This design comes from an exercise in tuning for small area, a short achievable clock period and few clock cycles per item on the open sky130 flow, not from production work. Function was not checked in any run shown here: the RTL went through the layout flow alone. Power is estimated from default activity; no workload was simulated.

**run.sh**
```bash
#!/bin/bash
# synth_recipe.tcl (not shown) runs the flow's synth.tcl, then flattens the netlist and writes it again
# the make line also repeats each setting of config.mk as NAME=value (left out here)
make -C /OpenROAD-flow-scripts/flow DESIGN_CONFIG=/design/flow/config.mk WORK_HOME=/design/flow/orfs CLKGATE_MAP_FILE= SYNTH_SCRIPT=/design/flow/synth_recipe.tcl finish
```
**config.mk**
```make
export PLATFORM = sky130hd
export DESIGN_NAME = trit_dma_top
export DESIGN_NICKNAME = trit_dma_top
export VERILOG_FILES = /design/flow/design.v
export SDC_FILE = /design/flow/constraint.sdc
export NUM_CORES = 4
export LEC_CHECK = 0
export CAP_MARGIN = 20
export CORE_MARGIN = 2
export CORE_UTILIZATION = 40
export SLEW_MARGIN = 20
```
**constraint.sdc**
```tcl
create_clock -name core_clock -period 5.0 [get_ports {i_clk}]
set_input_delay 1.0000 -clock core_clock [delete_from_list [all_inputs] [get_ports {i_clk}]]
set_output_delay 1.0000 -clock core_clock [all_outputs]
set_load 0.01 [all_outputs]
```
**design.v**
```verilog
`default_nettype none
package trit_dma_pkg;
    typedef logic [128-1:0] mword_t;
    typedef logic [28-1:0] maddr_t;
    typedef logic [32-1:0] sword_t;
    typedef logic [3-1:0] saddr_t;
    typedef logic [1:0] trit_t;
    typedef logic [2*27-1:0] trit_row_t;
    typedef logic [63:0] tick_t;
    typedef enum logic [1:0] {
        IDLE,
        LOAD,
        STORE,
        DONE
    } seq_state_t;
endpackage
`default_nettype wire
`timescale 1ns/1ps
`default_nettype none
module trit_dma_top (
    input  wire                       i_clk,
    input  wire                       i_arst,
    output logic                      o_finish_int,
    input  wire                       i_slave_write,
    input  wire                       i_slave_read,
    input  trit_dma_pkg::saddr_t      i_slave_address,
    input  trit_dma_pkg::sword_t      i_slave_writedata,
    input  wire [32/8-1:0]   i_slave_byteenable,
    output trit_dma_pkg::sword_t      o_slave_readdata,
    output logic                      o_slave_waitrequest,
    output logic                      o_slave_readdatavalid,
    output trit_dma_pkg::maddr_t      o_master_address,
    output logic                      o_master_read,
    output logic                      o_master_write,
    output trit_dma_pkg::mword_t      o_master_writedata,
    output logic [16-1:0]      o_master_byteenable,
    input  wire                       i_master_waitrequest,
    input  trit_dma_pkg::mword_t      i_master_readdata,
    input  wire                       i_master_readdatavalid
);
    localparam int DEPTH = 3;           
    localparam int PTR_W = (DEPTH > 1) ? $clog2(DEPTH) : 1;
    localparam int NB    = 16;
    localparam int LASTW = 6 - 1;
    trit_dma_pkg::sword_t src_reg;
    trit_dma_pkg::sword_t dst_reg;
    trit_dma_pkg::tick_t  tick_cnt;
    logic                 busy;
    logic                 finish;
    logic                 first;      
    logic                 start;
    assign o_slave_waitrequest   = 1'b0;
    assign o_slave_readdatavalid = i_slave_read;
    assign o_finish_int          = finish;
    assign start = i_slave_write && (i_slave_address == 3'd0) &&
                   i_slave_byteenable[0] && i_slave_writedata[1];
    always_ff @(posedge i_clk or posedge i_arst) begin
        if (i_arst) begin
            src_reg <= '0;
            dst_reg <= '0;
        end else if (i_slave_write) begin
            for (int i = 0; i < 32/8; i++) begin
                if (i_slave_byteenable[i]) begin
                    if (i_slave_address == 3'd1) src_reg[8*i +: 8] <= i_slave_writedata[8*i +: 8];
                    if (i_slave_address == 3'd2) dst_reg[8*i +: 8] <= i_slave_writedata[8*i +: 8];
                end
            end
        end
    end
    always_ff @(posedge i_clk or posedge i_arst) begin
        if (i_arst) begin
            tick_cnt <= '0;
        end else if (first) begin
            tick_cnt <= '0;
        end else if (busy) begin
            tick_cnt <= tick_cnt + 1'b1;
        end
    end
    always_comb begin
        o_slave_readdata = '0;
        if (i_slave_read) begin
            case (i_slave_address)
                3'd0:      o_slave_readdata = {30'd0, busy, finish};
                3'd1:     o_slave_readdata = src_reg;
                3'd2:     o_slave_readdata = dst_reg;
                3'd3: o_slave_readdata = tick_cnt[31:0];
                3'd4: o_slave_readdata = tick_cnt[63:32];
                default:         o_slave_readdata = '0;
            endcase
        end
    end
    logic [2:0]       rd_idx;     
    logic [2:0]       rx_idx;     
    logic [2:0]       wr_idx;     
    logic             hold_rd;    
    logic             hold_wr;    
    logic             wr_avail;
    logic             rd_room;
    logic             sel_wr;
    logic             sel_rd;
    logic             rd_acc;
    logic             wr_acc;
    logic [2:0]       inflight;
    assign inflight = rd_idx - wr_idx;
    assign wr_avail = (wr_idx != rx_idx);
    assign rd_room  = (rd_idx != 3'(LASTW + 1)) && (inflight < 3'(DEPTH));
    assign sel_wr = busy && (hold_wr || (!hold_rd && wr_avail && !rd_room));
    assign sel_rd = busy && (hold_rd || (!hold_wr && rd_room));
    assign o_master_write      = sel_wr;
    assign o_master_read       = sel_rd;
    assign rd_acc              = sel_rd && !i_master_waitrequest;
    assign wr_acc              = sel_wr && !i_master_waitrequest;
    assign o_master_byteenable = {16{1'b1}};
    assign o_master_address    = sel_wr ? dst_reg[28-1:0] + 28'(wr_idx)
                                        : src_reg[28-1:0] + 28'(rd_idx);
    always_ff @(posedge i_clk or posedge i_arst) begin
        if (i_arst) begin
            busy    <= 1'b0;
            finish  <= 1'b0;
            first   <= 1'b0;
            rd_idx  <= '0;
            rx_idx  <= '0;
            wr_idx  <= '0;
            hold_rd <= 1'b0;
            hold_wr <= 1'b0;
        end else begin
            first   <= start;
            hold_rd <= sel_rd && i_master_waitrequest;
            hold_wr <= sel_wr && i_master_waitrequest;
            if (start) begin
                busy   <= 1'b1;
                finish <= 1'b0;
                rd_idx <= '0;
                rx_idx <= '0;
                wr_idx <= '0;
            end else begin
                if (rd_acc) rd_idx <= rd_idx + 1'b1;
                if (i_master_readdatavalid) rx_idx <= rx_idx + 1'b1;
                if (wr_acc) begin
                    wr_idx <= wr_idx + 1'b1;
                    if (wr_idx == 3'(LASTW)) begin
                        busy   <= 1'b0;
                        finish <= 1'b1;
                    end
                end
            end
        end
    end
    logic [2*NB-1:0]  buf_q [DEPTH];
    logic [2*NB-1:0]  rx_trits;
    logic [2*NB-1:0]  head;
    logic [PTR_W-1:0] rx_ptr;
    logic [PTR_W-1:0] wr_ptr;
    always_ff @(posedge i_clk or posedge i_arst) begin
        if (i_arst) begin
            rx_ptr <= '0;
            wr_ptr <= '0;
        end else if (start) begin
            rx_ptr <= '0;
            wr_ptr <= '0;
        end else begin
            if (i_master_readdatavalid) rx_ptr <= (rx_ptr == PTR_W'(DEPTH-1)) ? '0 : rx_ptr + 1'b1;
            if (wr_acc) wr_ptr <= (wr_ptr == PTR_W'(DEPTH-1)) ? '0 : wr_ptr + 1'b1;
        end
    end
    always_comb begin
        for (int j = 0; j < NB; j++) begin
            rx_trits[2*j +: 2] = (j == 0 || rx_idx != 3'(LASTW)) ? i_master_readdata[8*j +: 2] : 2'b00;
        end
    end
    always_ff @(posedge i_clk) begin
        if (i_master_readdatavalid) buf_q[rx_ptr] <= rx_trits;
    end
    assign head = buf_q[wr_ptr];
    always_comb begin
        for (int j = 0; j < NB; j++) begin
            o_master_writedata[8*j +: 8] = {{6{head[2*j+1]}}, head[2*j +: 2]};
        end
    end
endmodule
`default_nettype wire
```
==> results_dict.tcl, run 1 <==
set metrics [dict create \
    ir_drop_uv 351.7 \
    cts_tree "yes" \
    rows 67 \
    die_h_um 189.1 \
    setup_violations 0 \
    seq_area_um2 6540 \
    start_util 0.4076 \
    period_needed_ns 4.791 \
    yosysUniqueCellTypes 59 \
    syn_avg_cell_area_um2 10.50 \
    largest_reg_flops 96 \
    tns_ns 0 \
    antenna_left 0 \
    cts_buffers 27 \
    postCtsHoldBufs 0 \
    layout_commonest_cell "clkdlybuf4s50_1" \
    grt_pass1_vias 9789 \
    top_regs "buf_q (96), tick_cnt (64)" \
    crit_type "reg -> out" \
    die_w_um 189.1 \
    crit_path_end_kind "primary output" \
    leakagePower_nw 6.363 \
    layout_common_cells "clkdlybuf4s50_1, dfrtp_1, edfxtp_1, nand2_1, a21oi_1" \
    clockBufferDepth 3 \
    ys_seq_area_frac 0.4770 \
    drc_errors 0 \
    clock-sinks 242 \
    clock.fmax_mhz 208.7 \
    post_cts_resized 0 \
    drt_iter0_markers 712 \
    ios 382 \
    finalWirelength_mm 36.66 \
    worstSkewPairLatency_ns 0.53 \
    postCtsSetupRepairBufs 1 \
    min_path_type "reg -> reg" \
    status "finished clean" \
    wl_per_cell_um 19.06 \
    ctsHtreeMaxLevel 1 \
    syn_area_um2 13700 \
    post-route-util 0.5049 \
    ys_ff_latch 242 \
    fp.dieArea_um2 35750 \
    slew_violations 0 \
    ys_async_sr_fraction 0.6033 \
    min_period_over_period 0.9581 \
    rsz0062_at_grt "no" \
    largest_register "buf_q" \
    hold_violations 0 \
    drv_cap 0 \
    syn_inst 1305 \
    ys_warn_count 1 \
    fin_nets 1644 \
    routabilityCongestion 0.8479 \
    path_clk_slew_ns 0.06 \
    relSlewSlack 0.3223 \
    crit_fanout 11 \
    dr.pass1.iters 5 \
    timing.hold.ws_ns 0.5099 \
    grt_use_total 0.1990 \
    antenna_found_initial 5 \
    routed_via_density 5.369 \
    vias 10320 \
    skew_ns 0.01021 \
    core_um2 33620 \
    multi_input_area_um2 5991 \
    grt_pass1_wl_mm 56.03 \
    overflow 0 \
    dp_hpwl_mm 26.10 \
    port_buffers 268 \
    powerDensity_nw_per_um2 526.4 \
    layout-drive-gt1-share 0.1011 \
    tightest_slew_ns 1.016 \
    arrival_ns 3.79 \
    start_kind "flop" \
    num-fill-cells 3018 \
    grt_max_degree 87 \
    syn_to_final_growth_pct 23.88 \
    synth_edf_count 96 \
    cp.required_ns 4.00 \
    synth_top_flop_cell "dfrtp_1" \
    clockRootBuffer "clkbuf_16" \
]
[power breakdown]
part / internal (W) / switching [W]
clock network: 0.00117 / 0.000785
logic: 0.00220 / 0.00186
registers: 0.00248 / 0.000444
[cell type report]
cell class	instances	area share
Sequential cell	242	0.3853
Multi-Input combinational cell	862	0.3529
Timing Repair Buffer	290	0.1700
Clock buffer	41	0.04585
Tap cell	448	0.03302
Inverter	31	0.007150
Clock inverter	8	0.005602
Antenna cell	1	0.0001474
[layer usage]
layer,track usage,wire length (um),up-vias
li1,-,-,4858
met1,0.2674,15850,5025
met2,0.3292,17510,376
met3,0.03781,2405,57
met4,0.05379,834,8
met5,0,56,-
[path summary, 6_finish.rpt]
| check | start | end | slack (ns) | cells after the start |
|---|---|---|---|---|
| max reg2reg | tick_cnt[13] | tick_cnt[62] | 2.02 | 5 |
| max | wr_idx[0] | o_master_address[26] | 0.21 | 10 |
| max in group asynchronous | i_arst | tick_cnt[51] | 3.03 | 3 |
| min reg2reg | src_reg[30] | src_reg[30] | 0.51 | 1 |
| min | src_reg[30] | src_reg[30] | 0.51 | 1 |
| min in group asynchronous | i_arst | tick_cnt[3] | 1.02 | 2 |
[worst max-delay path, cell delays in order, from the launching register on]
cell and delay (ns):
dfrtp_1 0.49, ha_1 0.19, inv_1 0.05, fa_1 0.37, xnor2_1 0.18, mux2_2 0.39
o21ai_2 0.27, a21oi_4 0.17, buf_12 0.19, mux2i_1 0.34, clkdlybuf4s50_1 0.62
[cell families (layout without fill, tap and decap cells)]
| kind of cell | count (synthesis) | count (layout) | synth area share |
|---|---|---|---|
| other | 2 | 18 | 0.0005481 |
| muxes | 128 | 128 | 0.09926 |
| buffers and inverters | 216 | 370 | 0.09214 |
| adders and majority gates | 17 | 17 | 0.01717 |
| xor gates and xnor gates | 88 | 88 | 0.05625 |
| AOI/OAI and AO/OA | 229 | 229 | 0.1049 |
| and+or+nand+nor | 383 | 383 | 0.1527 |
| DFF | 242 | 242 | 0.4770 |
[synth_stat cells (25+ instances only)]
master    number  area share
a22oi_1       64       0.035
and2_1        36       0.016
nor2_1        58       0.016
nand3_1       28       0.010
dfrtp_1      146        0.27
clkbuf_1      54       0.015
nand2_1       94       0.026
edfxtp_1      96        0.21
inv_1         30      0.0082
mux2i_1       65       0.047
o21ai_0       59       0.022
xnor2_1       46       0.029
a21oi_1       67       0.024
buf_4        114       0.062
xor2_1        42       0.027
mux2_2        58       0.048
nand4_1       31       0.014
and3_1        25       0.011
[through the flow]
step / worst slack [ns] / power, W / cells / cell area, um^2
floorplan: 0.07702 / 0.005398 / 1320 / 13760
global placement: 0.5048 / 0.006987 / 1872 / 16080
detailed placement: 0.4740 / 0.007031 / 1872 / 16080
CTS: 0.1730 / 0.009054 / 1922 / 16970
global route: 0.01524 / 0.009455 / 1923 / 16970
finish: 0.2093 / 0.008935 / 1923 / 16970
==> run 2: changes to the inputs <==
--- a/config.mk
+++ b/config.mk
@@ -10,2 +10,3 @@
 export CORE_UTILIZATION = 40
+export SETUP_SLACK_MARGIN = 2.0
 export SLEW_MARGIN = 20
==> results_dict.tcl, run 2 <==
set metrics [dict create \
    status "finished clean" \
    post-route-util 0.5656 \
    port_buffers 268 \
    worstSkewPairLatency_ns 0.55 \
    cts_buffers 28 \
    netlist_top_cells_area "dfrtp_1, edfxtp_1, buf_4, mux2_2, mux2i_1" \
    slew_violations 0 \
    synth_top_flop_cell "dfrtp_1" \
    clockRootBuffer "clkbuf_16" \
    yosysUniqueCellTypes 59 \
    synth_edf_count 96 \
    fin_nets 1769 \
    start_util 0.4076 \
    cp.required_ns 4.00 \
    hold_violations 0 \
    ys_async_sr_fraction 0.6033 \
    top_layer "met4" \
    r2r_start "busy" \
    antenna_left 0 \
    largest_register "buf_q" \
    setup_violations 0 \
    placed_area_um2 16310 \
    crit_chain "inv_2, ha_4, inv_2, fa_2, xnor2_2, mux2_4, o21ai_4, a21oi_4, buf_6, buf_6, buf_12, buf_16, mux2i_4, buf_2" \
    ff2ff_path_depth 5 \
    top_regs "buf_q (96), tick_cnt (64)" \
    grt_pass1_vias 10500 \
    crit_fanout 8 \
    rows 67 \
    ios 382 \
    layout_commonest_cell "dfrtp_1" \
    r2r-end "tick_cnt[57]" \
    ir_drop_uv 352.0 \
    syn_to_final_growth_pct 38.75 \
    start_kind "flop" \
    drc_errors 0 \
    grt_use_total 0.2201 \
    clockBufferDepth 3 \
    antenna_found_initial 1 \
    die_h_um 189.1 \
    crit_path_end_kind "primary output" \
    layout_common_cells "dfrtp_1, buf_6, edfxtp_1, nand2_1, buf_2" \
    min_from "src_reg[28]" \
    syn_inst 1305 \
    rsz0062_at_grt "yes" \
    grt_max_degree 76 \
    crit_start "rd_idx[0]" \
    cts_tree "yes" \
    period_needed_ns 4.184 \
    synthTopCellsByCount "dfrtp_1, buf_4, edfxtp_1" \
    drv_cap 0 \
    vias 11100 \
    skew_ns 0.01177 \
    power_w 0.01028 \
    ctsHtreeMaxLevel 1 \
    path_clk_slew_ns 0.06 \
    routed-wl-met3_mm 2.201 \
    ys_seq_area_frac 0.4770 \
    yosysTopAreaCell "dfrtp_1" \
    dp_hpwl_mm 25.21 \
    clock-sinks 242 \
    ys_ff_latch 242 \
    clock.fmax_mhz 239.0 \
    powerDensity_nw_per_um2 540.5 \
    syn_area_um2 13700 \
    leakagePower_nw 7.601 \
    wl_met2_mm 19.94 \
    core_um2 33620 \
    dr.pass1.iters 6 \
    grt_pass1_wl_mm 61.78 \
    final_area_um2 19010 \
    tightest_slew_ns 0.9951 \
    cp_slowest_cell "dfrtp_1" \
    arrival_ns 3.18 \
    routabilityCongestion 0.8677 \
    fp.dieArea_um2 35750 \
    synth_top_area_frac 0.2666 \
    relSlewSlack 0.3350 \
    synth.most_common_cell "dfrtp_1" \
    tns_ns 0 \
    slowest_delay_ns 0.40 \
    ff2ff_setup_slack_ns 2.18 \
    cp-endpoint "o_master_address[27]" \
    overflow 0 \
    postCtsHoldBufs 0 \
    die_w_um 189.1 \
    ys_warn_count 1 \
    layout-drive-gt1-share 0.3844 \
    drt_iter0_markers 742 \
    syn_avg_cell_area_um2 10.50 \
    largest_reg_flops 96 \
    wl_met1_mm 17.65 \
    min_period_over_period 0.8369 \
    min_path_type "reg -> reg" \
    routed_via_density 5.419 \
    crit_type "reg -> out" \
    finalWirelength_mm 40.98 \
    wl_per_cell_um 20.00 \
]
==> run 2: cell counts after synthesis <==
No cell type changed its count.
==> run 2: power breakdown <==
part / total, W / internal [W] / switching, W
Clock: 0.00197 / 0.00114 / 0.000830
Sequential: 0.00288 / 0.00249 / 0.000390
Combinational: 0.00543 / 0.00291 / 0.00252
==> run 2: cell families (layout without fill, tap and decap cells) <==
logic type                 count (synthesis)  after routing  synth area share
AOI/OAI and AO/OA                        229            229            0.1049
xor gates and xnor gates                  88             88           0.05625
adders and majority gates                 17             17           0.01717
buffers and inverters                    216            496           0.09214
DFF                                      242            242            0.4770
muxes                                    128            128           0.09926
other                                      2             18         0.0005481
and+or+nand+nor                          383            383            0.1527
==> run 2: layout make-up <==
cell class | instances | area (um^2)
Fill cell | 2843 | 14600
Multi-Input combinational cell | 862 | 6863
Sequential cell | 242 | 6550
Timing Repair Buffer | 414 | 4038
Clock buffer | 39 | 782.0
Tap cell | 448 | 560.5
Inverter | 31 | 120.1
Clock inverter | 12 | 96.34
Antenna cell | 1 | 2.502
==> run 2: per-stage QoR <==
step | hold WS, ns | cells | worst slack, ns
2_1_floorplan | 0.4811 | 1320 | 1.776
3_3_place_gp | 0.4900 | 1870 | 0.6546
3_5_place_dp | 0.5006 | 1870 | 0.6381
4_1_cts | 0.5141 | 2007 | 0.7770
5_1_grt | 0.5480 | 2049 | 0.7319
6_report | 0.5346 | 2049 | 0.8157
==> run 2: worst min path at each step <==
stage | endpoint | slack, ns | depth (start not counted)
after floorplan | dst_reg[28] | 0.48 | 1
after global placement | src_reg[29] | 0.49 | 1
after detailed placement | src_reg[30] | 0.50 | 1
after CTS | src_reg[30] | 0.51 | 1
after global routing | dst_reg[29] | 0.55 | 1
final | src_reg[28] | 0.53 | 1
==> run 2: layer usage <==
layer,up-vias,GRT usage
met5,-,0
met2,363,0.3667
met4,0,0.06641
met1,5534,0.2970
li1,5127,-
met3,80,0.03262
==> run 2: what timing repair did <==
action | in CTS | in global routing
setup endpoints to repair | 202 | 189
setup buffers | 75 | 37
cloned | 11 | 3
pin swaps | 55 | 75
resized for setup | 731 | 296
==> run 2: worst max-delay path: cells and delay by family (launching register included) <==
kind            cells  cell delay [ns]
compound gates      2             0.27
fa+ha+maj           2             0.46
mux                 2             0.54
xor+xnor            1             0.17
flops               1             0.40
buf+inv             7             0.80
==> run 3: changes to the inputs <==
--- a/config.mk
+++ b/config.mk
@@ -10,3 +10,3 @@
 export CORE_UTILIZATION = 40
-export SETUP_SLACK_MARGIN = 2.0
+export SETUP_SLACK_MARGIN = 1.5
 export SLEW_MARGIN = 20
==> results_dict.tcl, run 3 <==
set metrics [dict create \
    cp.required_ns 4.00 \
    ys_warn_count 1 \
    cts_buffers 28 \
    path_clk_slew_ns 0.06 \
    netlist_top_cells_area "dfrtp_1, edfxtp_1, buf_4, mux2_2, mux2i_1" \
    dr.pass1.iters 6 \
    wl_per_cell_um 19.97 \
    relSlewSlack 0.3617 \
    port_buffers 268 \
    start_kind "flop" \
    powerDensity_nw_per_um2 556.7 \
    rows 67 \
    vias 10480 \
    finalWorstSetupSlack_ns 0.9130 \
    place_ws_ns 0.5281 \
    fp.dieArea_um2 35750 \
    layout-drive-gt1-share 0.2044 \
    clockRootBuffer "clkbuf_16" \
    seq_area_um2 6548 \
    ir_drop_uv 392.5 \
    grt_max_degree 65 \
    syn_avg_cell_area_um2 10.50 \
    leakagePower_nw 6.862 \
    crit_type "reg -> out" \
    min_path_type "reg -> reg" \
    grt_pass1_vias 10360 \
    arrival_ns 3.09 \
    top_regs "buf_q (96), tick_cnt (64)" \
    die_w_um 189.1 \
    cts_tree "yes" \
    clock.fmax_mhz 244.7 \
    drv_cap 0 \
    yosysTopAreaCell "dfrtp_1" \
    rsz0062_at_grt "yes" \
    antenna_left 0 \
    ys_seq_area_frac 0.4770 \
    clock-sinks 242 \
    synth.most_common_cell "dfrtp_1" \
    start_util 0.4076 \
    drt_iter0_markers 685 \
    layout_commonest_cell "clkdlybuf4s50_1" \
    fin_cells 1957 \
    ctsHtreeMaxLevel 1 \
    slew_violations 0 \
    r2r_start "tick_cnt[14]" \
    drc_errors 0 \
    core_um2 33620 \
    min_from "dst_reg[29]" \
    ys_ff_latch 242 \
    antenna_found_initial 4 \
    ff2ff_path_depth 5 \
    crit_start "rd_idx[0]" \
    syn_to_final_growth_pct 30.31 \
    tightest_slew_ns 0.9555 \
    multi_input_area_um2 6558 \
    grt_pass1_wl_mm 60.16 \
    worstSkewPairLatency_ns 0.54 \
    period_needed_ns 4.087 \
    synth_edf_count 96 \
    routabilityCongestion 0.8288 \
    die_h_um 189.1 \
    ios 382 \
    dp_hpwl_mm 26.46 \
    timing.hold.ws_ns 0.5135 \
    synth_top_area_frac 0.2666 \
    syn_area_um2 13700 \
    finalWirelength_mm 39.08 \
    layout_common_cells "clkdlybuf4s50_1, dfrtp_1, edfxtp_1, nand2_1, mux2_2" \
    synthTopCellsByCount "dfrtp_1, buf_4, edfxtp_1" \
    ys_async_sr_fraction 0.6033 \
    dp_cells 1873 \
    status "finished clean" \
    whs_path_depth 1 \
    largest_reg_flops 96 \
    syn_inst 1305 \
    postCtsHoldBufs 0 \
    fin_nets 1675 \
    num-fill-cells 2967 \
    setup_violations 0 \
    grt_use_total 0.2146 \
    yosysUniqueCellTypes 59 \
    routed_via_density 5.356 \
    hold_violations 0 \
    overflow 0 \
    synth_top_flop_cell "dfrtp_1" \
    power_w 0.009939 \
    min_period_over_period 0.8174 \
    crit_fanout 7 \
    clockBufferDepth 3 \
    crit_path_end_kind "primary output" \
    tns_ns 0 \
    skew_ns 0.008874 \
    largest_register "buf_q" \
]
==> run 3: cell types whose count changed in the layout (fill, tap and decap cells not counted), moves of 15 or more <==
| cell | delta |
|---|---|
| buf_2 | -55 |
| a21oi_2 | -18 |
| o21ai_0 | +17 |
| a21oi_1 | +18 |
| a22oi_1 | +44 |
| buf_4 | -33 |
| clkbuf_2 | -35 |
| buf_12 | -15 |
| dlygate4sd2_1 | +15 |
| a22oi_2 | -44 |
| clkdlybuf4s50_1 | +129 |
| buf_6 | -89 |
==> run 3: path summary, 6_finish.rpt <==
| path | slack [ns] | end |
|---|---|---|
| worst max-delay path | 0.91 | o_master_address[0] |
| worst min-delay path | 0.51 | dst_reg[29] |
| worst max register to register | 2.10 | tick_cnt[60] |
| worst min register to register | 0.51 | dst_reg[29] |
| max in group asynchronous | 3.05 | tick_cnt[53] |
| min in group asynchronous | 1.01 | tick_cnt[5] |
==> run 3: cells by family after synthesis <==
| kind of cell | synth area share |
|---|---|
| AOI/OAI and AO/OA | 0.1049 |
| xor gates and xnor gates | 0.05625 |
| adders and majority gates | 0.01717 |
| buffers and inverters | 0.09214 |
| DFF | 0.4770 |
| muxes | 0.09926 |
| other | 0.0005481 |
| and+or+nand+nor | 0.1527 |
==> run 3: power breakdown <==
part	internal [W]	switching [W]	leakage, nW
clock	0.00114	0.000831	0.436
combinational	0.00277	0.00231	3.66
sequential	0.00248	0.000399	2.77
==> run 3: worst max-delay path, stage by stage (launching register included) <==
cell	delay, ns
dfrtp_1	0.39
inv_2	0.08
ha_4	0.12
inv_2	0.03
fa_2	0.35
xnor2_2	0.20
mux2_4	0.34
o21ai_4	0.17
a21oi_4	0.11
buf_12	0.16
buf_16	0.15
mux2_4	0.31
buf_6	0.13
==> run 3: repair_timing <==
action,CTS,global route
pin swaps,12,11
resized for setup,310,40
setup endpoints to repair,176,51
gates cloned,6,1
setup buffers,21,2
==> run 3: final cells by class <==
cell class              instances  share of cell area
diodes                          2           0.0002803
clock buffers                  36             0.04324
clock inverters                16            0.006797
inverters                      31            0.006727
multi-input cells             862              0.3673
flip-flops and latches        242              0.3667
well taps                     448             0.03139
repair buffers                320              0.1776
==> run 3: through the flow <==
step / cell area [um^2] / util
after floorplan: 13770 / -
after detailed placement: 16120 / 0.4796
after global placement: 16120 / 0.4796
after CTS: 17720 / 0.5273
after global routing: 17850 / 0.5311
final: 17850 / 0.5311
==> run 3: metal layers <==
metal / up-vias / GRT usage / wire [um]
li1: 4928 / - / -
met1: 5110 / 0.2829 / 16540
met2: 376 / 0.3570 / 18590
met3: 63 / 0.03559 / 2521
met4: 4 / 0.07662 / 1400
met5: - / 0 / 27

separate check: timing with driven ports:
The results above use ideal ports. As a check the final layouts listed here were re-extracted and re-timed, cells and wires unchanged.
Step 1 assumes that a clkbuf_16 drives the clock port and a buf_2 every other input.
Step 2 adds t to the input delays and takes it off the output delays; t is the mean of the earliest and latest rising clock arrival at the registers after step 1. Input paths then give back, and output paths get back, about the clock's delay inside the block.
Three values: ideal, step 1, step 2; two values: the first two.
run	t (ns)	slack for setup (ns)	latest minus earliest clock arrival (ns)	worst data-port slew with drivers (ns)	pins driven straight from the clock port
run 1	0.571	0.209 / 0.161 / 0.523	0.011 / 0.011	0.11	1
run 2	0.591	0.816 / 0.770 / 1.360	0.015 / 0.015	0.07	1
run 3	0.587	0.913 / 0.861 / 1.448	0.009 / 0.009	0.13	1
After both steps setup and hold are still met in every run listed.
